Source: an optimization exercise on an open RTL-to-GDS flow (aim: small area). Production flows keep margins and buffers that such runs may drop.
Only simulation tests tie the RTL to the original design; equivalence was not proved.
No driver is modelled on the clock port, so clocking that relies on it looks cheaper here than on a real chip.
Power figures rest on the tool's default switching activity, not on a simulated workload.

==> flow/constraint.sdc <==
create_clock -name core_clock -period 20.0 [get_ports {i_clk}]
set_input_delay 4.0000 -clock core_clock [delete_from_list [all_inputs] [get_ports {i_clk}]]
set_output_delay 4.0000 -clock core_clock [all_outputs]
set_load 0.01 [all_outputs]
==> flow/design.v <==
`default_nettype none
package afc_pkg;
    localparam int PHASE_BITS_DEF = 16;
    localparam int LEVEL_BITS_DEF = 8;
    localparam int IN_DATA_W  = 8;
    localparam int OUT_DATA_W = 16;
    localparam int CFG_IDX_W  = 3;
    localparam int CFG_DATA_W = 16;
    localparam int LED_W      = 8;
    localparam logic [1:0] MODE_STARTUP = 2'd0;
    localparam logic [1:0] MODE_READY   = 2'd1;
    localparam logic [1:0] MODE_ARMED   = 2'd2;
    localparam logic [1:0] MODE_FIRING  = 2'd3;
    localparam logic [2:0] MSG_NONE     = 3'd0;
    localparam logic [2:0] MSG_READY    = 3'd1;
    localparam logic [2:0] MSG_ARMED    = 3'd2;
    localparam logic [2:0] MSG_DISARMED = 3'd3;
    localparam logic [2:0] MSG_FIRING   = 3'd4;
    localparam logic [2:0] MSG_FIRED    = 3'd5;
    localparam logic [CFG_IDX_W-1:0] CFG_STARTUP_MS  = 3'd0;
    localparam logic [CFG_IDX_W-1:0] CFG_FIRING_MS   = 3'd1;
    localparam logic [CFG_IDX_W-1:0] CFG_DEBOUNCE_MS = 3'd2;
    localparam logic [CFG_IDX_W-1:0] CFG_BLINK_MS    = 3'd3;
    localparam logic [CFG_IDX_W-1:0] CFG_PHASE_STEP  = 3'd4;
    localparam logic [15:0] STARTUP_MS_RST  = 16'd1000;
    localparam logic [15:0] FIRING_MS_RST   = 16'd5000;
    localparam logic [15:0] DEBOUNCE_MS_RST = 16'd1000;
    localparam logic [9:0]  BLINK_MS_RST    = 10'd100;
    localparam logic [12:0] PHASE_STEP_RST  = 13'd5;
endpackage
`default_nettype wire
`default_nettype none
import afc_pkg::*;
module arm_fire_controller_core #(
    parameter int PHASE_BITS = afc_pkg::PHASE_BITS_DEF,
    parameter int LEVEL_BITS = afc_pkg::LEVEL_BITS_DEF
) (
    input  wire logic                            i_clk,
    input  wire logic                            i_rst_n,
    input  wire logic                            i_cfg_valid,
    output logic                                 o_cfg_ready,
    input  wire logic [afc_pkg::CFG_IDX_W-1:0]   i_cfg_index,
    input  wire logic [afc_pkg::CFG_DATA_W-1:0]  i_cfg_data,
    input  wire logic                            i_s_tvalid,
    output logic                                 o_s_tready,
    input  wire logic [afc_pkg::IN_DATA_W-1:0]   i_s_tdata,
    output logic                                 o_m_tvalid,
    input  wire logic                            i_m_tready,
    output logic [afc_pkg::OUT_DATA_W-1:0]       o_m_tdata,
    output logic                                 o_m_tlast
);
    logic [15:0] r_startup_ms;
    logic [15:0] r_firing_ms;
    logic [15:0] r_debounce_ms;
    logic [9:0]  r_blink_ms;
    logic [12:0] r_phase_step;
    logic [4:0]  cfg_we;
    logic [15:0] cfg_d0, cfg_d1;
    assign cfg_d0 = i_cfg_data & {16{i_rst_n}};      
    assign cfg_d1 = i_cfg_data | {16{!i_rst_n}};     
    always_comb begin
        for (int i = 0; i < 5; i++)
            cfg_we[i] = !i_rst_n || (i_cfg_valid && i_cfg_index == 3'(i));
    end
    function automatic logic [15:0] cfg_mix(input logic [15:0] rv);
        for (int b = 0; b < 16; b++) cfg_mix[b] = rv[b] ? cfg_d1[b] : cfg_d0[b];
    endfunction
    always_ff @(posedge i_clk) begin
        if (cfg_we[0]) r_startup_ms  <= cfg_mix(STARTUP_MS_RST);
        if (cfg_we[1]) r_firing_ms   <= cfg_mix(FIRING_MS_RST);
        if (cfg_we[2]) r_debounce_ms <= cfg_mix(DEBOUNCE_MS_RST);
        if (cfg_we[3]) r_blink_ms    <= cfg_mix({6'd0, BLINK_MS_RST}) & 16'h03FF;
        if (cfg_we[4]) r_phase_step  <= cfg_mix({3'd0, PHASE_STEP_RST}) & 16'h1FFF;
    end
    logic [1:0]  r_mode;
    logic        r_blink;
    logic [15:0] r_since;       
    logic [15:0] r_pt;          
    logic [9:0]  r_bt;
    logic        r_z;           
    logic [5:0]  r_cnt;
    logic        r_cs, r_ges, r_cp, r_gep, r_cb, r_geb;
    logic [3:0]  r_acl;
    logic [7:0]  r_lvl;
    logic        r_ov;
    logic [1:0]  r_w;           
    logic sw, press;
    assign sw    = i_s_tdata[0];
    assign press = i_s_tdata[1];
    logic run, p1, p2, mult, strm, c0, acc_cyc, acc_init;
    logic [3:0] k;
    assign run  = i_s_tvalid && !r_ov;
    assign k    = r_cnt[3:0];
    assign c0   = (r_cnt == 6'd0);
    assign p1   = run && (r_cnt[5:4] == 2'd0);
    assign p2   = run && (r_cnt[5:4] != 2'd0);
    assign mult = (r_cnt[5:4] == 2'd1) && (k >= 4'd6);
    assign strm = r_cnt[5];
    assign acc_init = run && (r_cnt[5:4] == 2'd1) && !mult;
    assign acc_cyc = (r_cnt == 6'd55);
    assign o_cfg_ready = 1'b1;
    assign o_s_tready  = acc_cyc;
    logic [15:0] blink16, step16, sel16;
    logic deb_k, lim_k, blk_k, stp_k, deb_all1;
    assign blink16  = {6'd0, r_blink_ms};
    assign step16   = {3'd0, r_phase_step};
    assign sel16    = r_mode[0] ? r_firing_ms : r_startup_ms;
    assign deb_k    = r_debounce_ms[k];
    assign lim_k    = sel16[k];
    assign blk_k    = blink16[k];
    assign stp_k    = step16[k];
    assign deb_all1 = &r_debounce_ms;
    logic armed;
    assign armed = (r_mode == MODE_ARMED);
    logic since_rd, pt_rd, bt_rd;
    logic cs_e, ges_e, cp_e, gep_e, cb_e, geb_e;
    logic since_n, pt_b, pt_n, bt_n;
    assign since_rd = r_since[0] && !r_z;
    assign pt_rd    = r_pt[0] && !r_z;
    assign bt_rd    = r_bt[0];
    assign cs_e  = c0 ? 1'b1   : r_cs;
    assign ges_e = c0 ? 1'b1   : r_ges;
    assign cp_e  = c0 ? !armed : r_cp;
    assign gep_e = c0 ? 1'b1   : r_gep;
    assign cb_e  = c0 ? 1'b1   : r_cb;
    assign geb_e = c0 ? 1'b1   : r_geb;
    assign since_n = since_rd ^ cs_e;
    assign pt_b    = armed && stp_k;
    assign pt_n    = pt_rd ^ pt_b ^ cp_e;
    assign bt_n    = bt_rd ^ cb_e;
    logic trig, fire_go, pdone, bdone, keep_arm, new_firing, new_blink;
    logic clr_pt, clr_bt, set_since;
    logic [1:0] new_mode;
    logic [1:0] w0;
    assign trig      = press && r_ges && !(r_cs && deb_all1);
    assign fire_go   = trig && armed;
    assign pdone     = r_gep;
    assign bdone     = r_geb;
    assign keep_arm  = armed && !sw && !fire_go;
    assign new_firing = fire_go || (r_mode == MODE_FIRING && !pdone);
    assign new_blink  = fire_go || (bdone ^ r_blink);
    assign clr_pt    = fire_go || (r_mode == MODE_READY) ||
                       (pdone && (r_mode == MODE_STARTUP || r_mode == MODE_FIRING));
    assign clr_bt    = (r_mode != MODE_FIRING) || bdone || pdone;
    assign set_since = trig || r_cs;
    always_comb begin
        new_mode = r_mode;
        w0       = 2'd0;
        if (fire_go) begin
            new_mode = MODE_FIRING;
            w0       = 2'd1;
        end else begin
            case (r_mode)
                MODE_STARTUP: if (pdone) begin
                    new_mode = MODE_READY;
                    w0       = 2'd1;
                end
                MODE_READY: if (!sw) begin
                    new_mode = MODE_ARMED;
                    w0       = 2'd1;
                end
                MODE_ARMED: if (sw) begin
                    new_mode = MODE_READY;
                    w0       = 2'd3;
                end
                default: if (pdone) begin
                    new_mode = MODE_ARMED;
                    w0       = sw ? 2'd2 : 2'd3;
                end
            endcase
        end
    end
    logic        neg, q1;
    logic [3:0]  m, seg_j;
    logic [9:0]  l;
    logic [15:0] tab_a;
    logic [11:0] tab_d;
    assign neg   = !r_pt[14];
    assign q1    = r_pt[15] ^ r_pt[14];
    assign m     = r_pt[13:10];
    assign l     = r_pt[9:0];
    assign seg_j = m ^ {4{neg}};
    always_comb begin
        case (seg_j)
            4'd0: begin tab_a = 16'd0; tab_d = 12'd3212; end
            4'd1: begin tab_a = 16'd3212; tab_d = 12'd3181; end
            4'd2: begin tab_a = 16'd6393; tab_d = 12'd3119; end
            4'd3: begin tab_a = 16'd9512; tab_d = 12'd3028; end
            4'd4: begin tab_a = 16'd12540; tab_d = 12'd2907; end
            4'd5: begin tab_a = 16'd15447; tab_d = 12'd2758; end
            4'd6: begin tab_a = 16'd18205; tab_d = 12'd2583; end
            4'd7: begin tab_a = 16'd20788; tab_d = 12'd2382; end
            4'd8: begin tab_a = 16'd23170; tab_d = 12'd2160; end
            4'd9: begin tab_a = 16'd25330; tab_d = 12'd1916; end
            4'd10: begin tab_a = 16'd27246; tab_d = 12'd1653; end
            4'd11: begin tab_a = 16'd28899; tab_d = 12'd1375; end
            4'd12: begin tab_a = 16'd30274; tab_d = 12'd1083; end
            4'd13: begin tab_a = 16'd31357; tab_d = 12'd781; end
            4'd14: begin tab_a = 16'd32138; tab_d = 12'd472; end
            default: begin tab_a = 16'd32610; tab_d = 12'd158; end
        endcase
    end
    logic        fk;
    logic [15:0] l16;
    logic [11:0] addend;
    logic [12:0] acc_sum;
    logic [12:0] acc_c;
    assign l16     = {l, 6'd0};           
    assign fk      = mult && (l16[k] ^ neg);
    assign addend  = fk ? tab_d : 12'd0;
    function automatic logic accq(input int b);
        logic [11:0] q;
        q = {r_lvl, r_acl};
        accq = q[b];
    endfunction
    assign acc_c[0] = 1'b0;
    for (genvar b = 0; b < 12; b++) begin : g_add
        assign acc_sum[b]  = accq(b) ^ addend[b] ^ acc_c[b];
        assign acc_c[b+1]  = (accq(b) & addend[b]) | (accq(b) & acc_c[b]) | (addend[b] & acc_c[b]);
    end
    assign acc_sum[12] = acc_c[12];
    logic a_k, o_k, s_k, y_k, d_k, lvl_in;
    assign a_k = !r_cnt[4] && tab_a[k];
    assign o_k = r_acl[0] && r_cnt[4:0] < 5'd12;
    assign s_k = a_k ^ o_k ^ r_cp;
    assign d_k = r_lvl[0] && r_cnt[4:0] >= 5'd8;
    assign y_k = d_k ^ s_k ^ r_cb;
    assign lvl_in = !r_cnt[4] ? s_k :
                    new_firing ? new_blink :
                    (keep_arm && (y_k ^ !q1 ^ acc_cyc));
    always_ff @(posedge i_clk) begin
        if (!i_rst_n) begin
            r_cnt <= 6'd0;
        end else if (run) begin
            if (acc_cyc)               r_cnt <= 6'd0;
            else                       r_cnt <= r_cnt + 6'd1;
        end
        if (!i_rst_n) begin
            r_z <= 1'b1;
        end else if (p1 && k == 4'd15) begin
            r_z <= 1'b0;
        end
        if (p1) begin
            r_since <= {since_n, r_since[15:1]};
        end else if (p2 && set_since) begin
            r_since <= {!trig, r_since[15:1]};
        end
        if (p1) begin
            r_pt <= {pt_n, r_pt[15:1]};
        end else if (p2 && clr_pt) begin
            r_pt <= {1'b0, r_pt[15:1]};
        end
        if (p1 && k < 4'd10) begin
            r_bt <= {bt_n, r_bt[9:1]};
        end else if (p2 && clr_bt) begin
            r_bt <= {1'b0, r_bt[9:1]};
        end
        if (p1) begin
            r_cs  <= cs_e && since_rd;
            r_ges <= (since_rd ^ deb_k) ? since_rd : ges_e;
            r_gep <= (pt_n ^ lim_k) ? pt_n : gep_e;
            if (k < 4'd10) begin
                r_geb <= (bt_n ^ blk_k) ? bt_n : geb_e;
            end
        end
        if (p1) begin
            r_cp <= (pt_rd & pt_b) | (pt_rd & cp_e) | (pt_b & cp_e);
            r_cb <= cb_e && bt_rd;
        end else if (mult) begin
            r_cp <= 1'b0;
            r_cb <= !q1;
        end else begin
            r_cp <= (a_k & o_k) | (a_k & r_cp) | (o_k & r_cp);
            r_cb <= (!d_k & s_k) | (!d_k & r_cb) | (s_k & r_cb);
        end
        if (acc_init) begin
            r_acl <= neg ? tab_d[3:0] : 4'd0;
        end else begin
            r_acl <= acc_sum[4:1];
        end
        if (acc_init) begin
            r_lvl <= neg ? tab_d[11:4] : 8'd0;
        end else if (run && (mult || strm)) begin
            r_lvl <= {(strm ? lvl_in : acc_sum[12]), acc_sum[11:5]};
        end
        if (!i_rst_n) begin
            r_mode <= MODE_STARTUP;
            r_ov   <= 1'b0;
        end else if (run && acc_cyc) begin
            r_mode <= new_mode;
            r_ov   <= 1'b1;
        end else if (r_ov && i_m_tready && r_w != 2'd3) begin
            r_ov   <= 1'b0;
        end
        if (run && acc_cyc) begin
            r_blink <= new_blink;
            r_w     <= w0;
        end else if (r_ov && i_m_tready && r_w == 2'd3) begin
            r_w     <= 2'd1;
        end
    end
    logic [2:0] msg;
    always_comb begin
        case (r_w)
            2'd0:    msg = MSG_NONE;
            2'd1:    msg = (r_mode == MODE_READY) ? MSG_READY :
                           (r_mode == MODE_ARMED) ? MSG_ARMED : MSG_FIRING;
            2'd2:    msg = MSG_FIRED;
            default: msg = (r_mode == MODE_READY) ? MSG_DISARMED : MSG_FIRED;
        endcase
    end
    assign o_m_tvalid = r_ov;
    assign o_m_tlast  = (r_w != 2'd3);
    assign o_m_tdata  = {2'b00, msg, r_lvl, 1'b1, r_mode};
endmodule
`default_nettype wire
==> flow/flow/post_cts.tcl <==
# Upsize clock leaf buffers with a large fanout, then legalize again.
set big [[ord::get_db] findMaster sky130_fd_sc_hd__clkbuf_8]
set n 0
foreach inst [[ord::get_db_block] getInsts] {
  if {[[$inst getMaster] getName] ne "sky130_fd_sc_hd__clkbuf_4"} { continue }
  set fo 0
  foreach it [$inst getITerms] {
    if {[$it isOutputSignal] && [$it getNet] ne "NULL"} {
      set fo [expr {[llength [[$it getNet] getITerms]] - 1}]
    }
  }
  if {$fo > 9} {
    $inst swapMaster $big
    incr n
  }
}
puts "post_cts: upsized $n clock leaf buffers to clkbuf_8"
if {$n > 0} {
  detailed_placement
  check_placement -verbose
  estimate_parasitics -placement
}
==> flow/flow/run.sh <==
#!/bin/bash
# Own flow: the standard flow (standard.sh, unchanged synthesis) with
#  - buf_1 as the port buffer,
#  - a clock tree of clkbuf_4 leaves under a clkbuf_16 root, no dummy loads,
#  - after CTS, leaves that drive more than 9 sinks upsized to clkbuf_8
#    (flow/post_cts.tcl) to keep flip-flop clock slew low.
# All tool output: standard.log here, and ORFS's own logs under orfs/logs.
set -euo pipefail
cp standard.sh standard.sh.txt
cat >> config.mk <<EOT
export BUFFER_PORTS_ARGS = -buffer_cell sky130_fd_sc_hd__buf_1
export CTS_ARGS = -sink_clustering_enable -repair_clock_nets -root_buf sky130_fd_sc_hd__clkbuf_16 -buf_list sky130_fd_sc_hd__clkbuf_4 -dont_use_dummy_load
export POST_CTS_TCL = $PWD/flow/post_cts.tcl
EOT
bash standard.sh > standard.log 2>&1
==> flow/config.mk <==
export PLATFORM = sky130hd
export DESIGN_NAME = arm_fire_controller_core
export DESIGN_NICKNAME = arm_fire_controller_core
export VERILOG_FILES = /design/flow/design.v
export SDC_FILE = /design/flow/constraint.sdc
export NUM_CORES = 4
export LEC_CHECK = 0
export ABC_AREA = 1
export CAP_MARGIN = 20
export CORE_MARGIN = 2
export CORE_UTILIZATION = 60
export SLEW_MARGIN = 20
export BUFFER_PORTS_ARGS = -buffer_cell sky130_fd_sc_hd__buf_1
export CTS_ARGS = -sink_clustering_enable -repair_clock_nets -root_buf sky130_fd_sc_hd__clkbuf_16 -buf_list sky130_fd_sc_hd__clkbuf_4 -dont_use_dummy_load
export POST_CTS_TCL = /design/flow/flow/post_cts.tcl
==> flow/standard.sh <==
#!/bin/bash
# synth_recipe.tcl (not shown) runs the flow's synth.tcl, then flattens the netlist and writes it again
# the make line also repeats each setting of config.mk as NAME=value (left out here)
make -C /OpenROAD-flow-scripts/flow DESIGN_CONFIG=/design/flow/config.mk WORK_HOME=/design/flow/orfs CLKGATE_MAP_FILE= SYNTH_SCRIPT=/design/flow/synth_recipe.tcl "${@:-finish}"
==> summary.txt, run 1 <==
Global routing:
- The maximum number of pins on one net before global-route repair is 29.
- The wire length of the first global-routing pass is 26.59 mm.
- The initial antenna violation count is 0.
- After global routing the overflow that remains totals 0.
- The number of global-route vias before repair was 5178.
- The total track usage is 0.2674.

Layout:
- 0 antenna diodes ended up in the layout.
- The share of the core filled with cells is 0.6511.
- In the final layout, the share of cells above drive strength 1 is 0.09645.
- In the layout the commonest cells are 202 x nand2_1, 128 x edfxtp_1, 70 x inv_1.
- Leaving out fill and tap cells, the most frequent cell in the layout is nand2_1.
- The area growth from synthesis to layout is 5.531%.
- The net total in the final layout is 855.

Timing:
- Setup violations remaining at the end of the flow were counted as 0.
- The clock arrives with 23.58 ps of skew.
- Setup slack closes at 12260 ps.
- The max-slew violation total from the final report is 0.
- After routing, the total negative slack on setup checks comes to 0 ps.
- The maximum clock rate is 129.2 MHz.
- In this run the tightest slew margin relative to its limit is 0.3969.
- The actual transition at the worst max-transition pin is 903.4 ps.
- Setup repair after global routing left no endpoint under its margin.
- The count of endpoints failing hold in the final timing report is 0.
- Of the available clock period, the critical path in the final layout requires 0.3870.
- The clock period could shrink to 7741 ps.

Detailed routing:
- Wire segments on met3 add up to 796 um in the final route.
- The count of nets left with antenna violations once routing finished came out at 0.
- The met2 wire length is 8.031 mm.
- After detailed routing, the number of remaining DRC violations is 0.
- The number of iterations in the first detailed-routing pass is 5.
- The DRC violation total after the first TritonRoute iteration is 397.
- After detailed routing, the average wire length per cell comes to 17.23 um.
- The number of vias per cell after detailed routing is 5.558.
- The wire length on met1 is 7.371 mm.
- The highest metal layer carrying signal wires in the routed design is met4.
- The final layout contains routed wiring with a total length of 16.47 mm.
- The routed layout has 5313 vias.

Synthesis:
- The synthesized area per cell is 9.910 um^2.
- The number of library cell types mapped by synthesis is 49.
- The most used flip-flop cell after synthesis is edfxtp_1.
- For this run, the number of Yosys warnings is 1.
- The proportion of register bits with asynchronous set or reset after synthesis is 0.
- The number of synthesized flops with an enable pin is 128.
- Summing every instance area after synthesis gives 7442 um^2.
- The sequential element share of the synthesized area is 0.5595.
- The register bit count reported by yosys is 144.
- The post-synthesis cell count is 751.

Pwr:
- The internal portion of total power is 0.4397 mW.
- The static leakage power is 3.308 nW.
- The clock power share is 0.250.
- The share of total power dissipated in sequential elements is 0.602.
- In this run the power spent charging and discharging nets is 0.1590 mW.
- The completed layout was analyzed and its total power is 0.5987 mW.
- The worst-case vdd ir drop is 0.05643 mV.
- In this run the power density over the cells is 76.23 nW/um^2.
- The switching part of the total power is 0.2656.
- The share of total power dissipated in combinational logic is 0.147.

Floorplanning:
- The area of the die is 13310 um^2.
- The core area is 12060 um^2.
- The number of ports placed on the die boundary is 52.
- The floorplan step set the die width to 115.4 um.
- The initial utilization of the core area, before any placement, comes to 0.6170.
- After floorplanning, the core was divided into 40 placement rows.
- The die is 115.4 um tall.

Place:
- The number of input and output port buffers inserted is 41.
- The detailed placer's ending HPWL is 11.98 mm.
- Routability-driven placement finished with a final weighted congestion of 0.8869.
- The setup slack after placement is 12340 ps.

Setup path:
- The type of the worst setup path is reg2reg.
- For the worst setup path, the data required time is 20210 ps.
- The kind of launch point of the worst setup path is a register.
- The largest fanout on the critical path is 21.
- The type of element capturing the critical path is a register.
- The worst endpoint data arrival time is 7950 ps.

Hold path:
- The path category of the worst min-delay check is reg2reg.

Status:
- The run finished with no timing, DRC or antenna violations.

Clock tree:
- The clock tree from TritonCTS is done.
- The count of clock tree sinks is 144.
- Clock-pin slew was measured on the worst setup and hold paths at 90 ps.
- The clock reaches the later pin of the worst-skew pair after 370 ps.

Flow run:
- Across the run, the number of max-cap violations was 0.
## area by class of cell
| class | count | area, um^2 |
|---|---|---|
| Inverter | 82 | 312.8 |
| Fill cell | 982 | 4208 |
| Tap cell | 168 | 210.2 |
| Multi-Input combinational cell | 496 | 2764 |
| Timing Repair Buffer | 49 | 214.0 |
| Sequential cell | 144 | 4164 |
| Clock buffer | 17 | 188.9 |
## worst max-delay path, stage by stage (launching register included)
cell and delay, ps:
dfxtp_1 920, inv_1 580, nor2_1 210, buf_4 250
a22oi_1 110, nand2_1 120, nand2_1 70, nand3_1 100
nand2_1 70, nand3_1 320, nor2_1 120, fa_1 450
fa_1 400, fa_1 400, fa_1 420, fa_1 420
fa_1 400, fa_1 390, fa_1 400, fa_1 420
fa_1 370, inv_1 70, fa_1 400, o22ai_1 160
## power groups by stage
stage | clock, mW | combinational, mW | sequential [mW]
2_1_floorplan | 0 | 0.0679 | 0.363
5_1_grt | 0.163 | 0.100 | 0.363
3_5_place_dp | 0 | 0.0874 | 0.367
3_3_place_gp | 0 | 0.0860 | 0.367
6_report | 0.150 | 0.0883 | 0.361
## synth_stat cells, drive strengths merged, types with 2 or more instances
library cell	number	area share
a31oi	4	0.0034
buf	25	0.027
xnor2	2	0.0034
o31ai	5	0.0057
a22oi	17	0.017
xor2	4	0.0057
nor2	54	0.030
a22o	2	0.0024
nand2	211	0.11
inv	82	0.042
o21ai	43	0.030
fa	14	0.038
nand4	9	0.0092
nor3	4	0.0027
or2	11	0.0092
dfxtp	16	0.043
clkbuf	6	0.0032
ha	19	0.032
nand3	50	0.034
edfxtp	128	0.52
a21oi	25	0.018
conb	2	0.0010
o22ai	5	0.0042
o211ai	5	0.0050
## flip-flops by register name (all words and copies together), names as in the netlist, 2 cells and up
| register | flops |
|---|---|
| r_phase_step | 13 |
| r_mode | 2 |
| r_w | 2 |
| r_blink_ms | 10 |
| r_bt | 10 |
| r_startup_ms | 16 |
| r_firing_ms | 16 |
| r_cnt | 6 |
| r_pt | 16 |
| r_lvl | 8 |
| r_debounce_ms | 16 |
| r_acl | 4 |
| r_since | 16 |
## stage by stage
| stage | instances | cell area, um^2 | hold slack (ps) |
|---|---|---|---|
| after floorplan | 753 | 7450 | 400.3 |
| after global placement | 939 | 7661 | 405.3 |
| after detailed placement | 939 | 7665 | 405.5 |
| after global routing | 956 | 7854 | 416.1 |
| final | 956 | 7854 | 418.0 |
## final timing paths
kind / slack [ps] / cells after the start / from / endpoint
worst min register to register: 420 / 0 / r_since[1] / r_since[0]
worst min-delay path: 420 / 0 / r_since[1] / r_since[0]
worst max-delay path: 12260 / 23 / r_cnt[0] / r_lvl[6]
worst max register to register: 12260 / 23 / r_cnt[0] / r_lvl[6]
## logic make-up after synthesis
group	after synthesis	synth area share
AND/OR/NAND/NOR	343	0.1987
flip-flops	144	0.5595
other	2	0.001009
XOR/XNOR	6	0.009081
adder cells (fa/ha/maj)	33	0.06960
AO/OA/AOI/OAI	110	0.09012
buffers and inverters	113	0.07196
## per-layer routing
layer | global-route usage | up-vias
li1 | - | 2599
met5 | 0 | -
met3 | 0.05851 | 22
met1 | 0.3533 | 2538
met4 | 0.08434 | 0
met2 | 0.4444 | 154
==> run 2, diff against run 1 <==
--- a/flow/config.mk
+++ b/flow/config.mk
@@ -6,10 +6,11 @@
 export NUM_CORES = 4
 export LEC_CHECK = 0
 export ABC_AREA = 1
-export CAP_MARGIN = 20
+export CAP_MARGIN = 0
 export CORE_MARGIN = 2
 export CORE_UTILIZATION = 60
-export SLEW_MARGIN = 20
+export GPL_TIMING_DRIVEN = 0
+export SLEW_MARGIN = 0
 export BUFFER_PORTS_ARGS = -buffer_cell sky130_fd_sc_hd__buf_1
 export CTS_ARGS = -sink_clustering_enable -repair_clock_nets -root_buf sky130_fd_sc_hd__clkbuf_16 -buf_list sky130_fd_sc_hd__clkbuf_4 -dont_use_dummy_load
 export POST_CTS_TCL = /design/flow/flow/post_cts.tcl
==> run 2 against run 1 <==
Compared with the run above: sequential power barely moved; clock skew rose by 3.4 ps; worst hold slack improved by 5.3 ps; combinational power increased by 8.8%; synthesized cell count unchanged; routed wire length grew 6.2%; first-iteration DRC count up 1.8%; sequential cell count unchanged; global-route usage is 0.88 points higher; sequential share of layout area shrank 1.5 points; setup slack better by 570 ps; final cell count is 2.9% higher; largest power group unchanged.
==> summary.txt, run 2 <==
Layout:
- Commonest non-fill, non-tap cells in the layout: 202 x nand2_1, 128 x edfxtp_1, 70 x inv_1 (unchanged).
- The proportion of layout cells with a drive suffix above 1 is 0.1250 (was 0.09645).
- The number of antenna cells inserted is 0 (unchanged).
- The area growth from synthesis to layout is 8.658% (was 5.531%).
- The share of the core filled with cells is 0.6704 (was 0.6511).
- The number of filler cells placed in the layout is 936 (was 982).
- The most common cell after layout, fill and taps aside is nand2_1 (unchanged).
- The net total in the final layout is 883 (was 855).

Synthesis:
- The flip-flop cell with the highest count after synthesis is edfxtp_1 (unchanged).
- The number of synthesized flops with an enable pin is 128 (unchanged).
- The number of warning messages in the yosys log came to 1 (unchanged).
- The register bit count reported by yosys is 144 (unchanged).
- Commonest cells in the synthesized netlist: 202 x nand2_1, 128 x edfxtp_1, 70 x inv_1, 50 x nand3_1, 47 x nor2_1 (unchanged).
- The most area-hungry cell type in the Yosys netlist is edfxtp_1 (unchanged).
- Top area cells in the synthesized netlist: edfxtp_1 52%, nand2_1 10%, dfxtp_1 4.3% (unchanged).
- The sequential element share of the synthesized area is 0.5595 (unchanged).
- The number of library cell types mapped by synthesis is 49 (unchanged).
- The share of Yosys cell area claimed by the top area cell type was 0.5165 (unchanged).
- The total standard cell area after synthesis is 7442 um^2 (unchanged).
- The proportion of register bits with asynchronous set or reset after synthesis came to 0 (unchanged).
- The post-synthesis cell count is 751 (unchanged).
- The most common cell in the synthesized netlist is nand2_1 (unchanged).
- The synthesized area per cell is 9.910 um^2 (unchanged).

Setup path:
- The count of buffer and inverter cells on the critical path is 3 (unchanged).
- The count of cells along the worst register-to-register path is 21 (was 23).
- The type of the worst setup path is reg2reg (unchanged).
- The most prevalent standard cell on the critical path was fa_1 (unchanged).
- The largest fanout on the critical path is 10 (was 21).
- The largest delay contributor family on the critical path is adder cells (unchanged).
- The type of element capturing the critical path is a register (unchanged).
- The worst endpoint data arrival time is 7380 ps (was 7950 ps).
- The peak per-stage delay on the critical path is 460 ps (was 920 ps).
- The required time reported for the critical path endpoint was 20210 ps (about the same).
- The reg-to-reg critical path startpoint is r_pt[14] (was r_cnt[0]).
- Cell breakdown of the critical path: buf_6 -> xnor2_2 -> inv_1 -> ha_1 -> nand2_1 -> nand2_1 -> a21oi_1 -> nor2_1 -> fa_1 -> fa_1 -> fa_1 -> fa_1 -> fa_1 -> fa_1 -> fa_1 -> fa_1 -> fa_1 -> fa_1 -> inv_1 -> fa_1 -> o22ai_1 (was inv_1 -> nor2_1 -> buf_4 -> a22oi_1 -> nand2_1 -> nand2_1 -> nand3_1 -> nand2_1 -> nand3_1 -> nor2_1 -> fa_1 -> fa_1 -> fa_1 -> fa_1 -> fa_1 -> fa_1 -> fa_1 -> fa_1 -> fa_1 -> fa_1 -> inv_1 -> fa_1 -> o22ai_1).
- The slowest library cell on the worst path is edfxtp_1 (was dfxtp_1).
- The kind of launch point of the worst setup path is a register (unchanged).
- The endpoint of the worst register-to-register path is r_lvl[6] (unchanged).
- The register-to-register path setup slack was 12830 ps (was 12260 ps).

Global routing:
- The total track usage came to 0.2762 (was 0.2674).
- The number of global-route vias before repair is 5455 (was 5178).
- The maximum number of pins on one net before global-route repair was 17 (was 29).
- The initial antenna violation count is 0 (unchanged).
- The global route total overflow is 0 (unchanged).
- The wire length of the first global-routing pass is 27.43 mm (was 26.59 mm).

Clock tree:
- The clock tree from TritonCTS is done (unchanged).
- The clock input transition at the sequential cells of the worst setup and hold paths is 100 ps (was 90 ps).
- The clock insertion delay at the later pin of the skew report is 370 ps (about the same).
- The count of clock tree sinks is 144 (unchanged).

Timing:
- The maximum clock rate is 139.5 MHz (was 129.2 MHz).
- The final period utilization was 0.3585 (was 0.3870).
- The final setup skew is 27.02 ps (was 23.58 ps).
- The actual transition at the worst max-transition pin is 953.2 ps (was 903.4 ps).
- Unrepaired setup endpoints after global routing: false (unchanged).
- The minimum clock period was 7169 ps (was 7741 ps).
- The count of endpoints failing hold in the final timing report is 0 (unchanged).
- The max-slew violation total from the final report is 0 (unchanged).
- The remaining max-slew budget at the tightest pin was 0.3607 (was 0.3969).
- The setup TNS was 0 ps (unchanged).
- The final setup violation count is 0 (unchanged).

Pwr:
- The clock power share is 0.248 (was 0.250).
- The net switching power is 0.1618 mW (was 0.1590 mW).
- The power per cell area was 74.90 nW/um^2 (was 76.23 nW/um^2).
- The relative contribution of sequential cells to total power is 0.593 (was 0.602).
- The internal portion of total power is 0.4439 mW (was 0.4397 mW).
- The static leakage power is 3.439 nW (was 3.308 nW).
- The part of the power in combinational logic is 0.159 (was 0.147).
- The worst-case vdd ir drop is 0.06722 mV (was 0.05643 mV).
- The switching part of the total power is 0.2671 (was 0.2656).

Detailed routing:
- The number of vias after detailed routing is 5483 (was 5313).
- The wire length per cell is 17.78 um (was 17.23 um).
- The number of iterations in the first detailed-routing pass is 5 (unchanged).
- The detailed-route wire length is 17.49 mm (was 16.47 mm).
- The number of vias per cell after detailed routing came to 5.572 (was 5.558).
- The count of unresolved DRC violations after routing came to 0 (unchanged).
- The DRC violation total after the first TritonRoute iteration was 404 (was 397).
- The number of routed nets with antenna violations is 0 (unchanged).

Hold path:
- The hold path startpoint is r_since[13] (was r_since[1]).
- The capture endpoint of the worst hold path was r_since[12] (was r_since[0]).
- The path category of the worst min-delay check is reg2reg (unchanged).
- The worst hold path cell count is 0 (unchanged).

Floorplanning:
- The die boundary height is 115.4 um (unchanged).
- The site row count is 40 (unchanged).
- The floorplan die width is 115.4 um (unchanged).
- The number of ports placed on the die boundary was 52 (unchanged).
- The area of the die is 13310 um^2 (unchanged).
- The initial cell density of the core is 0.6170 (unchanged).
- The core area was 12060 um^2 (unchanged).

Place:
- The detailed placer's ending HPWL was 13.05 mm (was 11.98 mm).
- The placer's final routability congestion estimate is 0.9192 (was 0.8869).
- The number of input and output port buffers inserted came to 40 (was 41).

Status:
- Run status: no timing/DRC/antenna violations (unchanged).

Flow run:
- The count of maximum capacitance violations came to 0 (unchanged).
## run 2: cell types whose count changed in the layout (fill, tap and decap cells not counted)
cell | previous run | this run
buf_6 | 0 | 13
buf_2 | 0 | 9
clkbuf_1 | 0 | 5
a31oi_1 | 4 | 2
a31oi_2 | 0 | 2
buf_1 | 41 | 40
buf_4 | 8 | 9
clkbuf_2 | 0 | 1
o21ai_1 | 18 | 19
o21ai_2 | 3 | 2
o31ai_1 | 2 | 1
o31ai_2 | 3 | 4
## run 2: area by class of cell
| type | instances | area [um^2] | area share |
|---|---|---|---|
| plain buffers | 31 | 222.7 | 0.02754 |
| clock buffers | 17 | 188.9 | 0.02336 |
| inverters | 82 | 312.8 | 0.03868 |
| multi-input cells | 496 | 2778 | 0.3435 |
| flip-flops and latches | 144 | 4164 | 0.5149 |
| well taps | 168 | 210.2 | 0.02599 |
| repair buffers | 46 | 210.2 | 0.02599 |
## run 2: layer usage
| metal | wire (um) | track usage | part of all wire |
|---|---|---|---|
| met2 | 8699 | 0.4674 | 0.50 |
| met3 | 998 | 0.05588 | 0.057 |
| met1 | 7323 | 0.3472 | 0.42 |
| met5 | 0 | 0 | 0 |
| met4 | 471 | 0.1165 | 0.027 |
## run 2: how the worst max path moves through the flow
| stage | start | end | cells past startpoint |
|---|---|---|---|
| floorplan | r_pt[14] | r_lvl[6] | 21 |
| global placement | r_pt[14] | r_lvl[6] | 21 |
| detailed placement | r_pt[14] | r_lvl[6] | 21 |
| global route | r_pt[14] | r_lvl[6] | 21 |
| finish | r_pt[14] | r_lvl[6] | 21 |
## run 2: cell families after synthesis
kind of cell,share of synthesized area
AOI/OAI and AO/OA,0.09012
xor gates and xnor gates,0.009081
other,0.001009
DFF,0.5595
and+or+nand+nor,0.1987
adders and majority gates,0.06960
buffers and inverters,0.07196
## run 2: stage by stage
stage	instances	cell area (um^2)	power, mW	hold WS (ps)	setup WS, ps
2_1_floorplan	753	7450	0.4305	400.3	13730
3_3_place_gp	961	7810	0.4571	405.4	12970
3_5_place_dp	967	7898	0.4605	405.4	12890
5_1_grt	984	8087	0.6314	424.8	12560
6_report	984	8087	0.6057	423.3	12830
## run 2: power groups by stage
stage / combinational (mW) / sequential, mW / clock [mW]
detailed placement: 0.0949 / 0.366 / 0
floorplan: 0.0679 / 0.363 / 0
global route: 0.108 / 0.361 / 0.162
global placement: 0.0919 / 0.365 / 0
finish: 0.0961 / 0.359 / 0.150
==> run 3, diff against run 2 <==
--- a/flow/config.mk
+++ b/flow/config.mk
@@ -9,7 +9,6 @@
 export CAP_MARGIN = 0
 export CORE_MARGIN = 2
 export CORE_UTILIZATION = 60
-export GPL_TIMING_DRIVEN = 0
 export SLEW_MARGIN = 0
 export BUFFER_PORTS_ARGS = -buffer_cell sky130_fd_sc_hd__buf_1
 export CTS_ARGS = -sink_clustering_enable -repair_clock_nets -root_buf sky130_fd_sc_hd__clkbuf_16 -buf_list sky130_fd_sc_hd__clkbuf_4 -dont_use_dummy_load
==> run 3 against run 2 <==
Compared with the run above: still clean; final area decreased by 3.0%; via count is 3.6% lower; core utilization down 2.0 points; critical path depth increased by 2; sequential power about the same; non-clock buffer count down 28; clock-buffer cell count unchanged; largest power group unchanged; highest routed layer unchanged.
==> summary.txt, run 3 <==
Global routing:
- The total track usage is 0.2670 (was 0.2762).
- The global route total overflow is 0 (unchanged).
- The routing usage on met3 is 0.05430 (was 0.05588).
- The most utilized layer in the global route result is met2 (unchanged).
- The met2 usage is 0.4331 (was 0.4674).
- The met1 layer usage reported by global route is 0.3601 (was 0.3472).
- The initial antenna violation count came to 0 (unchanged).
- The number of global-route vias before repair came to 5174 (was 5455).
- The maximum number of pins on one net before global-route repair is 29 (was 17).
- The wire length of the first global-routing pass is 26.54 mm (was 27.43 mm).

Layout:
- Commonest non-fill, non-tap cells in the layout: 202 x nand2_1, 128 x edfxtp_1, 70 x inv_1 (unchanged).
- The combined area of the multi-input logic cells is 2760 um^2 (was 2778 um^2).
- The most common cell after layout, fill and taps aside is nand2_1 (unchanged).
- The net total in the final layout is 855 (was 883).
- The area growth from synthesis to layout is 5.397% (was 8.658%).
- The number of antenna cells inserted is 0 (unchanged).
- The share of the core filled with cells was 0.6503 (was 0.6704).
- The proportion of layout cells with a drive suffix above 1 was 0.09518 (was 0.1250).
- The number of filler cells placed in the layout is 987 (was 936).
- The final cell count without fillers is 956 (was 984).
- The area used by sequential logic in the layout is 4164 um^2 (unchanged).
- The final design instance area without fill is 7844 um^2 (was 8087 um^2).

Synthesis:
- The number of library cell types mapped by synthesis was 49 (unchanged).
- The most area-hungry cell type in the Yosys netlist was edfxtp_1 (unchanged).
- Top area cells in the synthesized netlist: edfxtp_1 52%, nand2_1 10%, dfxtp_1 4.3% (unchanged).
- The proportion of register bits with asynchronous set or reset after synthesis is 0 (unchanged).
- The sequential element share of the synthesized area is 0.5595 (unchanged).
- The post-synthesis cell count came to 751 (unchanged).
- The register bit count reported by yosys is 144 (unchanged).
- The most common cell in the synthesized netlist is nand2_1 (unchanged).
- The number of synthesized flops with an enable pin is 128 (unchanged).
- The total standard cell area after synthesis is 7442 um^2 (unchanged).
- The synthesized area per cell is 9.910 um^2 (unchanged).
- The number of warning messages in the yosys log is 1 (unchanged).
- The flip-flop cell with the highest count after synthesis was edfxtp_1 (unchanged).
- The share of Yosys cell area claimed by the top area cell type is 0.5165 (unchanged).
- Commonest cells in the synthesized netlist: 202 x nand2_1, 128 x edfxtp_1, 70 x inv_1, 50 x nand3_1, 47 x nor2_1 (unchanged).

Setup path:
- The type of the worst setup path is reg2reg (unchanged).
- The largest fanout on the critical path is 21 (was 10).
- The register-to-register path setup slack is 12220 ps (was 12830 ps).
- The peak per-stage delay on the critical path is 940 ps (was 460 ps).
- The most prevalent standard cell on the critical path is fa_1 (unchanged).
- The endpoint of the worst register-to-register path was r_lvl[6] (unchanged).
- The worst endpoint data arrival time is 7980 ps (was 7380 ps).
- The slowest library cell on the worst path is dfxtp_1 (was edfxtp_1).
- The count of cells along the worst register-to-register path is 23 (was 21).
- The required time reported for the critical path endpoint is 20200 ps (was 20210 ps).
- The kind of launch point of the worst setup path is a register (unchanged).
- The reg-to-reg critical path startpoint is r_cnt[0] (was r_pt[14]).
- Cell breakdown of the critical path: inv_1 -> nor2_1 -> buf_4 -> a22oi_1 -> nand2_1 -> nand2_1 -> nand3_1 -> nand2_1 -> nand3_1 -> nor2_1 -> fa_1 -> fa_1 -> fa_1 -> fa_1 -> fa_1 -> fa_1 -> fa_1 -> fa_1 -> fa_1 -> fa_1 -> inv_1 -> fa_1 -> o22ai_1 (was buf_6 -> xnor2_2 -> inv_1 -> ha_1 -> nand2_1 -> nand2_1 -> a21oi_1 -> nor2_1 -> fa_1 -> fa_1 -> fa_1 -> fa_1 -> fa_1 -> fa_1 -> fa_1 -> fa_1 -> fa_1 -> fa_1 -> inv_1 -> fa_1 -> o22ai_1).
- The type of element capturing the critical path was a register (unchanged).

Floorplanning:
- The site row count is 40 (unchanged).
- The floorplan die width is 115.4 um (unchanged).
- The number of ports placed on the die boundary is 52 (unchanged).
- The die boundary height is 115.4 um (unchanged).
- The initial cell density of the core is 0.6170 (unchanged).
- The core area came to 12060 um^2 (unchanged).
- The area of the die was 13310 um^2 (unchanged).

Pwr:
- The power per cell area is 75.94 nW/um^2 (was 74.90 nW/um^2).
- The worst-case vdd ir drop is 0.06260 mV (was 0.06722 mV).
- The static leakage power is 3.304 nW (was 3.439 nW).

Hold path:
- The path category of the worst min-delay check is reg2reg (unchanged).
- The worst hold path cell count is 0 (unchanged).
- The capture endpoint of the worst hold path is r_since[11] (was r_since[12]).
- The hold path startpoint is r_since[12] (was r_since[13]).

Detailed routing:
- The number of routed nets with antenna violations is 0 (unchanged).
- The wire length per cell is 17.16 um (was 17.78 um).
- The detailed-route wire length is 16.40 mm (was 17.49 mm).
- The number of vias after detailed routing was 5288 (was 5483).
- The number of iterations in the first detailed-routing pass is 5 (unchanged).
- The count of unresolved DRC violations after routing was 0 (unchanged).
- The number of vias per cell after detailed routing is 5.531 (was 5.572).
- The DRC violation total after the first TritonRoute iteration was 473 (was 404).

Timing:
- The count of endpoints failing hold in the final timing report was 0 (unchanged).
- The remaining max-slew budget at the tightest pin is 0.2179 (was 0.3607).
- Unrepaired setup endpoints after global routing: false (unchanged).
- The final setup skew is 26.63 ps (was 27.02 ps).
- The final period utilization is 0.3889 (was 0.3585).
- The final setup violation count came to 0 (unchanged).
- The minimum clock period is 7778 ps (was 7169 ps).
- The actual transition at the worst max-transition pin is 1165 ps (was 953.2 ps).
- The maximum clock rate is 128.6 MHz (was 139.5 MHz).
- The setup TNS is 0 ps (unchanged).
- The max-slew violation total from the final report was 0 (unchanged).

Place:
- The placer's final routability congestion estimate came to 0.8869 (was 0.9192).
- The detailed placer's ending HPWL came to 11.90 mm (was 13.05 mm).
- The number of input and output port buffers inserted was 41 (was 40).
- The cell count after placement is 939 (was 967).
- The instance area after placement is 7661 um^2 (was 7898 um^2).

Clock tree:
- The clock insertion delay at the later pin of the skew report is 380 ps (was 370 ps).
- The count of clock tree sinks was 144 (unchanged).
- The clock input transition at the sequential cells of the worst setup and hold paths is 90 ps (was 100 ps).
- The clock tree from TritonCTS was done (unchanged).

Flow run:
- The count of maximum capacitance violations came to 0 (unchanged).

Status:
- Run status: no timing/DRC/antenna violations (unchanged).
-- run 3: changes by cell type in the layout (fill, tap and decap cells not counted), sizes merged --
cell,previous run,this run
clkbuf,23,17
buf,71,49
-- run 3: how the worst max path moves through the flow --
stage	from	endpoint	slack, ps
3_5_place_dp	r_cnt[0]	r_lvl[6]	12380
5_1_grt	r_cnt[0]	r_lvl[6]	11770
2_1_floorplan	r_pt[14]	r_lvl[6]	13730
3_3_place_gp	r_cnt[0]	r_lvl[6]	12450
6_report	r_cnt[0]	r_lvl[6]	12220
-- run 3: stage by stage --
| step | hold slack, ps | worst slack [ps] | power, mW |
|---|---|---|---|
| finish | 409.5 | 12220 | 0.5956 |
| global route | 428.6 | 11770 | 0.6227 |
| detailed placement | 405.7 | 12380 | 0.4546 |
| global placement | 405.3 | 12450 | 0.4526 |
| floorplan | 400.3 | 13730 | 0.4305 |
-- run 3: cells by family after synthesis --
group	Yosys count	synth area share
and+or+nand+nor	343	0.1987
DFF	144	0.5595
buffers and inverters	113	0.07196
AOI/OAI and AO/OA	110	0.09012
adders and majority gates	33	0.06960
xor gates and xnor gates	6	0.009081
other	2	0.001009
-- run 3: final cells by class --
type                            instances  share of cell area
Clock buffer                           17             0.02329
Inverter                               82             0.03988
Multi-Input combinational cell        496              0.3519
Sequential cell                       144              0.5309
Tap cell                              168             0.02680
Timing Repair Buffer                   49             0.02728
-- run 3: per-layer routing --
metal	wire, um	share of wire	up-vias
li1	-	-	2601
met1	7456	0.45	2513
met2	7935	0.48	146
met3	706	0.043	28
met4	303	0.018	0
met5	0	0	-
-- run 3: power breakdown --
group	switching, mW	internal, mW	total, mW
clock	0.0871	0.0592	0.146
combinational	0.0606	0.0281	0.0887
sequential	0.0104	0.350	0.361
-- run 3: critical path, delay by kind of cell (launching register included) --
| family | cells | cell delay [ps] |
|---|---|---|
| adder cells (fa/ha/maj) | 11 | 4460 |
| flip-flops | 1 | 940 |
| AND/OR/NAND/NOR | 7 | 1020 |
| buffers and inverters | 3 | 890 |
| AO/OA/AOI/OAI | 2 | 270 |
==> run 4, diff against run 3 <==
--- a/flow/flow/run.sh
+++ b/flow/flow/run.sh
@@ -3,7 +3,8 @@
 #  - buf_1 as the port buffer,
 #  - a clock tree of clkbuf_4 leaves under a clkbuf_16 root, no dummy loads,
 #  - after CTS, leaves that drive more than 9 sinks upsized to clkbuf_8
-#    (flow/post_cts.tcl) to keep flip-flop clock slew low.
+#    (flow/post_cts.tcl) to keep flip-flop clock slew low; logic cells
+#    that synthesis upsized go back to their smallest size there.
 # All tool output: standard.log here, and ORFS's own logs under orfs/logs.
 set -euo pipefail
 cp standard.sh standard.sh.txt
==> flow/flow/post_cts.tcl (replaced) <==
# 1. Upsize clock leaf buffers with a large fanout.
# 2. Swap logic cells that synthesis upsized back to their smallest size
#    (the design has many ns of slack), then let repair_design fix any
#    slew or capacitance limit this breaks, and legalize again.
set db [ord::get_db]
set big [$db findMaster sky130_fd_sc_hd__clkbuf_8]
set n 0
foreach inst [[ord::get_db_block] getInsts] {
  if {[[$inst getMaster] getName] ne "sky130_fd_sc_hd__clkbuf_4"} { continue }
  set fo 0
  foreach it [$inst getITerms] {
    if {[$it isOutputSignal] && [$it getNet] ne "NULL"} {
      set fo [expr {[llength [[$it getNet] getITerms]] - 1}]
    }
  }
  if {$fo > 9} {
    $inst swapMaster $big
    incr n
  }
}
puts "post_cts: upsized $n clock leaf buffers to clkbuf_8"
set d 0
foreach inst [[ord::get_db_block] getInsts] {
  set m [[$inst getMaster] getName]
  if {![regexp {^sky130_fd_sc_hd__(nand|nor|and|or|xor|xnor|inv|a[0-9]+[a-z]*|o[0-9]+[a-z]*|mux2i|mux2|mux4)_([0-9]+)$} $m -> base sz]} { continue }
  if {$sz <= 1} { continue }
  foreach small [list sky130_fd_sc_hd__${base}_1 sky130_fd_sc_hd__${base}_0] {
    set sm [$db findMaster $small]
    if {$sm ne "NULL"} {
      $inst swapMaster $sm
      incr d
      break
    }
  }
}
puts "post_cts: downsized $d logic cells"
estimate_parasitics -placement
repair_design -slew_margin $::env(SLEW_MARGIN) -cap_margin $::env(CAP_MARGIN)
detailed_placement
check_placement -verbose
estimate_parasitics -placement
--- a/flow/config.mk
+++ b/flow/config.mk
@@ -6,10 +6,10 @@
 export NUM_CORES = 4
 export LEC_CHECK = 0
 export ABC_AREA = 1
-export CAP_MARGIN = 0
+export CAP_MARGIN = 20
 export CORE_MARGIN = 2
 export CORE_UTILIZATION = 60
-export SLEW_MARGIN = 0
+export SLEW_MARGIN = 20
 export BUFFER_PORTS_ARGS = -buffer_cell sky130_fd_sc_hd__buf_1
 export CTS_ARGS = -sink_clustering_enable -repair_clock_nets -root_buf sky130_fd_sc_hd__clkbuf_16 -buf_list sky130_fd_sc_hd__clkbuf_4 -dont_use_dummy_load
 export POST_CTS_TCL = /design/flow/flow/post_cts.tcl
==> run 4 against run 3 <==
Compared with the run above: sequential cell count is the same; sequential power is essentially flat; synthesized area is the same; clock-buffer cell count unchanged; critical path type unchanged; largest cell class unchanged.
==> summary.txt, run 4 <==
Status:
- Run status: no timing/DRC/antenna violations (unchanged).

Timing:
- Unrepaired setup endpoints after global routing: false (unchanged).
- The max-slew violation total from the final report is 0 (unchanged).
- The final period utilization is 0.3953 (was 0.3889).
- The remaining max-slew budget at the tightest pin is 0.4005 (was 0.2179).
- The final setup violation count came to 0 (unchanged).
- The setup TNS is 0 ps (unchanged).
- The actual transition at the worst max-transition pin is 898.0 ps (was 1165 ps).
- The maximum clock rate is 126.5 MHz (was 128.6 MHz).
- The count of endpoints failing hold in the final timing report is 0 (unchanged).
- The minimum clock period came to 7905 ps (was 7778 ps).
- The worst path setup slack after routing is 12090 ps (was 12220 ps).
- The final setup skew was 25.95 ps (was 26.63 ps).

Floorplanning:
- The floorplan die width is 115.4 um (unchanged).
- The area of the die is 13310 um^2 (unchanged).
- The die boundary height is 115.4 um (unchanged).
- The initial cell density of the core is 0.6170 (unchanged).
- The number of ports placed on the die boundary came to 52 (unchanged).
- The core area is 12060 um^2 (unchanged).
- The site row count was 40 (unchanged).

Pwr:
- The sum of internal, switching and leakage power is 0.5984 mW (was 0.5956 mW).
- The power per cell area was 76.45 nW/um^2 (was 75.94 nW/um^2).
- The worst-case vdd ir drop is 0.05569 mV (was 0.06260 mV).
- The static leakage power is 3.319 nW (was 3.304 nW).

Layout:
- The net total in the final layout is 856 (was 855).
- The number of antenna cells inserted was 0 (unchanged).
- The final cell count without fillers is 957 (was 956).
- The number of filler cells placed in the layout is 992 (was 987).
- The proportion of layout cells with a drive suffix above 1 is 0.07224 (was 0.09518).
- Commonest non-fill, non-tap cells in the layout: 202 x nand2_1, 128 x edfxtp_1, 82 x inv_1 (was 202 x nand2_1, 128 x edfxtp_1, 70 x inv_1).
- The most common cell after layout, fill and taps aside is nand2_1 (unchanged).
- The area growth from synthesis to layout came to 5.178% (was 5.397%).

Global routing:
- The maximum number of pins on one net before global-route repair was 29 (unchanged).
- The total track usage is 0.2675 (was 0.2670).
- The number of global-route vias before repair is 5191 (was 5174).
- The wire length of the first global-routing pass is 26.61 mm (was 26.54 mm).
- The routing usage on met3 is 0.05851 (was 0.05430).
- The initial antenna violation count is 0 (unchanged).
- The most utilized layer in the global route result is met2 (unchanged).
- The global route total overflow is 0 (unchanged).
- The met2 usage is 0.4448 (was 0.4331).
- The met1 layer usage reported by global route is 0.3519 (was 0.3601).

Synthesis:
- The share of Yosys cell area claimed by the top area cell type is 0.5165 (unchanged).
- The most common cell in the synthesized netlist is nand2_1 (unchanged).
- The number of warning messages in the yosys log is 1 (unchanged).
- The most area-hungry cell type in the Yosys netlist is edfxtp_1 (unchanged).
- The total standard cell area after synthesis is 7442 um^2 (unchanged).
- The post-synthesis cell count is 751 (unchanged).
- The synthesized area per cell is 9.910 um^2 (unchanged).
- Top area cells in the synthesized netlist: edfxtp_1 52%, nand2_1 10%, dfxtp_1 4.3% (unchanged).
- The register bit count reported by yosys came to 144 (unchanged).
- The flip-flop cell with the highest count after synthesis is edfxtp_1 (unchanged).
- The proportion of register bits with asynchronous set or reset after synthesis is 0 (unchanged).
- Commonest cells in the synthesized netlist: 202 x nand2_1, 128 x edfxtp_1, 70 x inv_1, 50 x nand3_1, 47 x nor2_1 (unchanged).
- The number of synthesized flops with an enable pin is 128 (unchanged).
- The number of library cell types mapped by synthesis came to 49 (unchanged).
- The sequential element share of the synthesized area was 0.5595 (unchanged).

Clock tree:
- The count of clock tree sinks came to 144 (unchanged).
- The clock insertion delay at the later pin of the skew report is 380 ps (about the same).
- The clock input transition at the sequential cells of the worst setup and hold paths is 90 ps (about the same).
- The clock tree from TritonCTS is done (unchanged).

Hold path:
- The worst hold path cell count is 0 (unchanged).
- The path category of the worst min-delay check was reg2reg (unchanged).

Place:
- The setup slack after placement was 12340 ps (was 12380 ps).
- The cell count after placement came to 939 (unchanged).
- The detailed placer's ending HPWL is 11.98 mm (was 11.90 mm).
- The number of input and output port buffers inserted was 41 (unchanged).
- The placer's final routability congestion estimate is 0.8869 (unchanged).

Setup path:
- The count of cells along the worst register-to-register path came to 19 (was 23).
- The type of element capturing the critical path is a register (unchanged).
- The type of the worst setup path is reg2reg (unchanged).
- The kind of launch point of the worst setup path is a register (unchanged).
- The required time reported for the critical path endpoint is 20210 ps (was 20200 ps).
- The largest fanout on the critical path is 21 (unchanged).
- The worst endpoint data arrival time came to 8120 ps (was 7980 ps).

Detailed routing:
- The number of iterations in the first detailed-routing pass was 9 (was 5).
- The DRC violation total after the first TritonRoute iteration is 394 (was 473).
- The wire length per cell is 17.24 um (was 17.16 um).
- The number of vias per cell after detailed routing came to 5.566 (was 5.531).
- The detailed-route wire length is 16.50 mm (was 16.40 mm).
- The number of vias after detailed routing is 5327 (was 5288).
- The count of unresolved DRC violations after routing was 0 (unchanged).
- The number of routed nets with antenna violations is 0 (unchanged).

Flow run:
- The count of maximum capacitance violations is 0 (unchanged).
run 4: worst paths after layout:
kind | start | to | slack [ps]
hold reg to reg | r_since[1] | r_since[0] | 420
setup / recovery | r_cnt[0] | r_lvl[6] | 12090
hold / removal | r_since[1] | r_since[0] | 420
setup reg to reg | r_cnt[0] | r_lvl[6] | 12090
run 4: power by group:
group | leakage [nW] | total, mW | switching (mW) | internal, mW
Combinational | 1.84 | 0.0875 | 0.0599 | 0.0277
Sequential | 1.37 | 0.360 | 0.0102 | 0.350
Clock | 0.104 | 0.150 | 0.0890 | 0.0614
Total | 3.32 | 0.598 | 0.159 | 0.439
run 4: per-stage QoR:
step	hold WS [ps]	instance area [um^2]	utilization
global placement	405.3	7661	0.6352
global route	416.1	7828	0.6490
detailed placement	405.5	7665	0.6355
finish	418.5	7828	0.6490
floorplan	400.3	7450	-
run 4: logic make-up after synthesis:
| group | share of synthesized area |
|---|---|
| simple gates | 0.1987 |
| buf+inv | 0.07196 |
| other cells | 0.001009 |
| flops | 0.5595 |
| fa+ha+maj | 0.06960 |
| compound gates | 0.09012 |
| xor+xnor | 0.009081 |
run 4: cell type report:
cell class | count | area (um^2) | share of cell area
sequential | 144 | 4164 | 0.5320
multi-input combinational | 496 | 2735 | 0.3494
clock buffer | 17 | 188.9 | 0.02414
inverter | 82 | 307.8 | 0.03932
tap | 168 | 210.2 | 0.02685
timing repair buffer | 50 | 221.5 | 0.02829
run 4: critical path, stage by stage (launching register included):
cell and delay (ps):
dfxtp_1 920, inv_1 570, ha_1 360, o31ai_1 480, nor3_1 200, nand3_1 370, nor2_1 120, fa_1 450
fa_1 400, fa_1 400, fa_1 420, fa_1 420, fa_1 400, fa_1 390, fa_1 400, fa_1 420
fa_1 370, inv_1 70, fa_1 400, o22ai_1 160
run 4: per-layer routing:
| metal | vias to the layer above | part of all wire |
|---|---|---|
| met2 | 150 | 0.49 |
| met4 | 0 | 0.018 |
| met5 | - | 0 |
| met1 | 2552 | 0.45 |
| li1 | 2597 | - |
| met3 | 28 | 0.048 |
==> run 5, diff against run 4 <==
--- a/flow/flow/post_cts.tcl
+++ b/flow/flow/post_cts.tcl
@@ -22,7 +22,8 @@
 set d 0
 foreach inst [[ord::get_db_block] getInsts] {
   set m [[$inst getMaster] getName]
-  if {![regexp {^sky130_fd_sc_hd__(nand|nor|and|or|xor|xnor|inv|a[0-9]+[a-z]*|o[0-9]+[a-z]*|mux2i|mux2|mux4)_([0-9]+)$} $m -> base sz]} { continue }
+  if {![regexp {^sky130_fd_sc_hd__([a-z0-9]+)_([0-9]+)$} $m -> base sz]} { continue }
+  if {[regexp {^(clk|buf|dly|df|edf|sdf|dl|conb|tap|fill|decap|lpflow|probe)} $base]} { continue }
   if {$sz <= 1} { continue }
   foreach small [list sky130_fd_sc_hd__${base}_1 sky130_fd_sc_hd__${base}_0] {
     set sm [$db findMaster $small]
==> run 5 against run 4 <==
Compared with the run above: final area shrank 0.96%; global-route usage rose by 0.051 points; fmax rose by 1.3%; synthesized area stayed put; largest power group unchanged; die area stayed put; sequential share of layout area increased by 0.52 points; combinational power fell by 1%; non-clock buffer count unchanged.
==> summary.txt, run 5 <==
Status:
- Run status: no timing/DRC/antenna violations (unchanged).

Global routing:
- The number of global-route vias before repair was 5179 (was 5191).
- The total track usage is 0.2680 (was 0.2675).
- The initial antenna violation count is 0 (unchanged).
- The wire length of the first global-routing pass was 26.65 mm (was 26.61 mm).
- The maximum number of pins on one net before global-route repair was 29 (unchanged).
- The global route total overflow is 0 (unchanged).

Detailed routing:
- The number of vias after detailed routing is 5335 (was 5327).
- The detailed-route wire length was 16.55 mm (was 16.50 mm).
- The wire length per cell was 17.30 um (was 17.24 um).
- The DRC violation total after the first TritonRoute iteration was 402 (was 394).
- The number of iterations in the first detailed-routing pass is 6 (was 9).
- The number of vias per cell after detailed routing is 5.575 (was 5.566).
- The number of routed nets with antenna violations is 0 (unchanged).
- The count of unresolved DRC violations after routing is 0 (unchanged).

Place:
- The setup slack after placement is 12340 ps (unchanged).
- The detailed placer's ending HPWL is 11.98 mm (unchanged).
- The placer's final routability congestion estimate is 0.8869 (unchanged).
- The number of input and output port buffers inserted is 41 (unchanged).

Setup path:
- The kind of launch point of the worst setup path is a register (unchanged).
- The required time reported for the critical path endpoint is 20210 ps (about the same).
- The type of the worst setup path is reg2reg (unchanged).
- The worst endpoint data arrival time was 8020 ps (was 8120 ps).
- The peak per-stage delay on the critical path is 880 ps (was 920 ps).
- Cell breakdown of the critical path: inv_1 -> ha_1 -> o31ai_1 -> nor3_1 -> nand3_1 -> nor2_1 -> fa_1 -> fa_1 -> fa_1 -> fa_1 -> fa_1 -> fa_1 -> fa_1 -> fa_1 -> fa_1 -> fa_1 -> inv_1 -> fa_1 -> o22ai_1 (unchanged).
- The largest fanout on the critical path is 21 (unchanged).
- The slowest library cell on the worst path is dfxtp_1 (unchanged).
- The count of buffer and inverter cells on the critical path came to 2 (unchanged).
- The type of element capturing the critical path is a register (unchanged).
- The largest delay contributor family on the critical path is adder cells (unchanged).
- The most prevalent standard cell on the critical path is fa_1 (unchanged).

Clock tree:
- The clock insertion delay at the later pin of the skew report was 380 ps (about the same).
- The clock input transition at the sequential cells of the worst setup and hold paths is 90 ps (about the same).
- The count of clock tree sinks is 144 (unchanged).
- The clock tree from TritonCTS was done (unchanged).

Hold path:
- The path category of the worst min-delay check is reg2reg (unchanged).

Timing:
- The count of endpoints failing hold in the final timing report is 0 (unchanged).
- The setup TNS is 0 ps (unchanged).
- Unrepaired setup endpoints after global routing: false (unchanged).
- The final setup violation count was 0 (unchanged).
- The actual transition at the worst max-transition pin was 1037 ps (was 898.0 ps).
- The worst path setup slack after routing is 12190 ps (was 12090 ps).
- The maximum clock rate is 128.1 MHz (was 126.5 MHz).
- The max-slew violation total from the final report came to 0 (unchanged).
- The final setup skew is 26.38 ps (was 25.95 ps).
- The remaining max-slew budget at the tightest pin is 0.3062 (was 0.4005).
- The final period utilization is 0.3903 (was 0.3953).
- The minimum clock period came to 7806 ps (was 7905 ps).

Synthesis:
- The largest family of logic cells by synthesized area is simple AND/OR/NAND/NOR gates (unchanged).
- The number of warning messages in the yosys log came to 1 (unchanged).
- The synthesized area per cell is 9.910 um^2 (unchanged).
- The number of synthesized flops with an enable pin is 128 (unchanged).
- Commonest cells in the synthesized netlist: 202 x nand2_1, 128 x edfxtp_1, 70 x inv_1, 50 x nand3_1, 47 x nor2_1 (unchanged).
- The flip-flop cell with the highest count after synthesis is edfxtp_1 (unchanged).
- The share of Yosys cell area claimed by the top area cell type is 0.5165 (unchanged).
- The proportion of register bits with asynchronous set or reset after synthesis is 0 (unchanged).
- The register bit count reported by yosys was 144 (unchanged).
- The synthesized-area fraction occupied by ao, oa, aoi and oai cells is 0.09011 (unchanged).
- The total standard cell area after synthesis was 7442 um^2 (unchanged).
- The post-synthesis cell count is 751 (unchanged).
- The portion of netlist area occupied by mux cells was 0 (unchanged).
- The number of library cell types mapped by synthesis was 49 (unchanged).
- The adder and majority cell fraction of the synthesized area came to 0.06960 (unchanged).
- Top area cells in the synthesized netlist: edfxtp_1 52%, nand2_1 10%, dfxtp_1 4.3% (unchanged).
- The simple-gate portion of the synthesized area is 0.1987 (unchanged).
- The share of the synthesized netlist area taken by xor and xnor gates is 0.009079 (unchanged).
- The sequential element share of the synthesized area is 0.5595 (unchanged).
- The most common cell in the synthesized netlist was nand2_1 (unchanged).
- The most area-hungry cell type in the Yosys netlist is edfxtp_1 (unchanged).

Floorplanning:
- The site row count is 40 (unchanged).
- The area of the die is 13310 um^2 (unchanged).
- The number of ports placed on the die boundary is 52 (unchanged).
- The core area is 12060 um^2 (unchanged).
- The floorplan die width is 115.4 um (unchanged).
- The die boundary height came to 115.4 um (unchanged).
- The initial cell density of the core is 0.6170 (unchanged).

Pwr:
- The static leakage power is 3.271 nW (was 3.319 nW).
- The worst-case vdd ir drop is 0.05575 mV (was 0.05569 mV).
- The power per cell area was 76.96 nW/um^2 (was 76.45 nW/um^2).

Layout:
- The combined area of the multi-input logic cells came to 2660 um^2 (was 2735 um^2).
- Commonest non-fill, non-tap cells in the layout: 211 x nand2_1, 128 x edfxtp_1, 82 x inv_1 (was 202 x nand2_1, 128 x edfxtp_1, 82 x inv_1).
- The share of the core filled with cells is 0.6427 (was 0.6490).
- The net total in the final layout is 856 (unchanged).
- The area growth from synthesis to layout was 4.170% (was 5.178%).
- The number of filler cells placed in the layout came to 1007 (was 992).
- The proportion of layout cells with a drive suffix above 1 came to 0.03549 (was 0.07224).
- The number of antenna cells inserted is 0 (unchanged).
- The area used by sequential logic in the layout came to 4164 um^2 (unchanged).
- The most common cell after layout, fill and taps aside is nand2_1 (unchanged).

Flow run:
- The count of maximum capacitance violations was 0 (unchanged).
## run 5: cell count changes in the layout (fill, tap and decap cells not counted), moves of 2 or more
cell / before / now
or2_1: 1 / 11
or2_2: 10 / 0
nand2_1: 202 / 211
nand2_2: 8 / 0
nor2_1: 47 / 53
nor2_2: 6 / 1
nand4_1: 7 / 9
nand4_2: 2 / 0
## run 5: layout make-up
cell class,count,area share
clock buffer,17,0.02437
tap,168,0.02711
inverter,82,0.03970
sequential,144,0.5371
multi-input combinational,496,0.3431
timing repair buffer,50,0.02857
## run 5: routing by layer
metal	GRT usage	vias to the layer above	share of wire
met5	0	-	0
met4	0.08755	0	0.016
met3	0.05851	21	0.047
met2	0.4437	152	0.49
met1	0.3545	2563	0.45
li1	-	2599	-
## run 5: report_power, final
part | switching [mW] | internal (mW)
Clock | 0.0889 | 0.0614
Combinational | 0.0594 | 0.0269
Sequential | 0.00988 | 0.350
Total | 0.158 | 0.438
## run 5: cell families after synthesis
family,count (synthesis)
adders and majority gates,33
DFF,144
other,2
AOI/OAI and AO/OA,110
xor gates and xnor gates,6
buffers and inverters,113
and+or+nand+nor,343
## run 5: path summary, 6_finish.rpt
kind               from    endpoint  slack [ps]  cells past startpoint
max reg2reg    r_cnt[0]    r_lvl[6]       12190                     19
min reg2reg  r_since[1]  r_since[0]         420                      0
min          r_since[1]  r_since[0]         420                      0
max            r_cnt[0]    r_lvl[6]       12190                     19
## run 5: worst register-to-register path: stages (launching register included)
cell and delay [ps]:
dfxtp_1 880, inv_1 560, ha_1 360, o31ai_1 450, nor3_1 190, nand3_1 370
nor2_1 120, fa_1 440, fa_1 400, fa_1 400, fa_1 420, fa_1 430
fa_1 400, fa_1 400, fa_1 400, fa_1 420, fa_1 370, inv_1 70
fa_1 400, o22ai_1 160
## run 5: stage by stage
step	total power, mW	instance area (um^2)	hold WS (ps)	cells
3_3_place_gp	0.4526	7661	405.3	939
2_1_floorplan	0.4305	7450	400.3	753
5_1_grt	0.6224	7752	416.1	957
6_report	0.5966	7752	418.1	957
3_5_place_dp	0.4547	7665	405.5	939

-- afterwards: timing with drivers on the ports --
The flow's constraints put no driver on any port. The routed layouts listed below were extracted and timed again, unchanged, in two steps. Step 1 (the two cells are an assumption about what drives the block):
set clk [get_ports {i_clk}]
set_driving_cell -lib_cell sky130_fd_sc_hd__clkbuf_16 $clk
set_driving_cell -lib_cell sky130_fd_sc_hd__buf_2 [delete_from_list [all_inputs] $clk]
Step 2 adds t to the input delays and takes it off the output delays; t is the mean of the earliest and latest rising clock arrival at the registers after step 1. Input paths then give back, and output paths get back, about the clock's delay inside the block. Three values: no drivers, after step 1, after step 2; two values: the first two.
run | shift t [ns] | slack for setup (ns) | clock arrival spread, ns | worst slew at a driven data input, ns
run 1 | 0.402 | 12.259 / 12.259 / 12.259 | 0.024 / 0.024 | 0.03
run 2 | 0.398 | 12.830 / 12.830 / 12.830 | 0.027 / 0.028 | 0.03
run 3 | 0.405 | 12.222 / 12.222 / 12.222 | 0.027 / 0.027 | 0.03
run 4 | 0.407 | 12.095 / 12.095 / 12.095 | 0.026 / 0.026 | 0.03
run 5 | 0.404 | 12.194 / 12.194 / 12.194 | 0.027 / 0.027 | 0.03
After both steps every run listed still meets setup and hold.
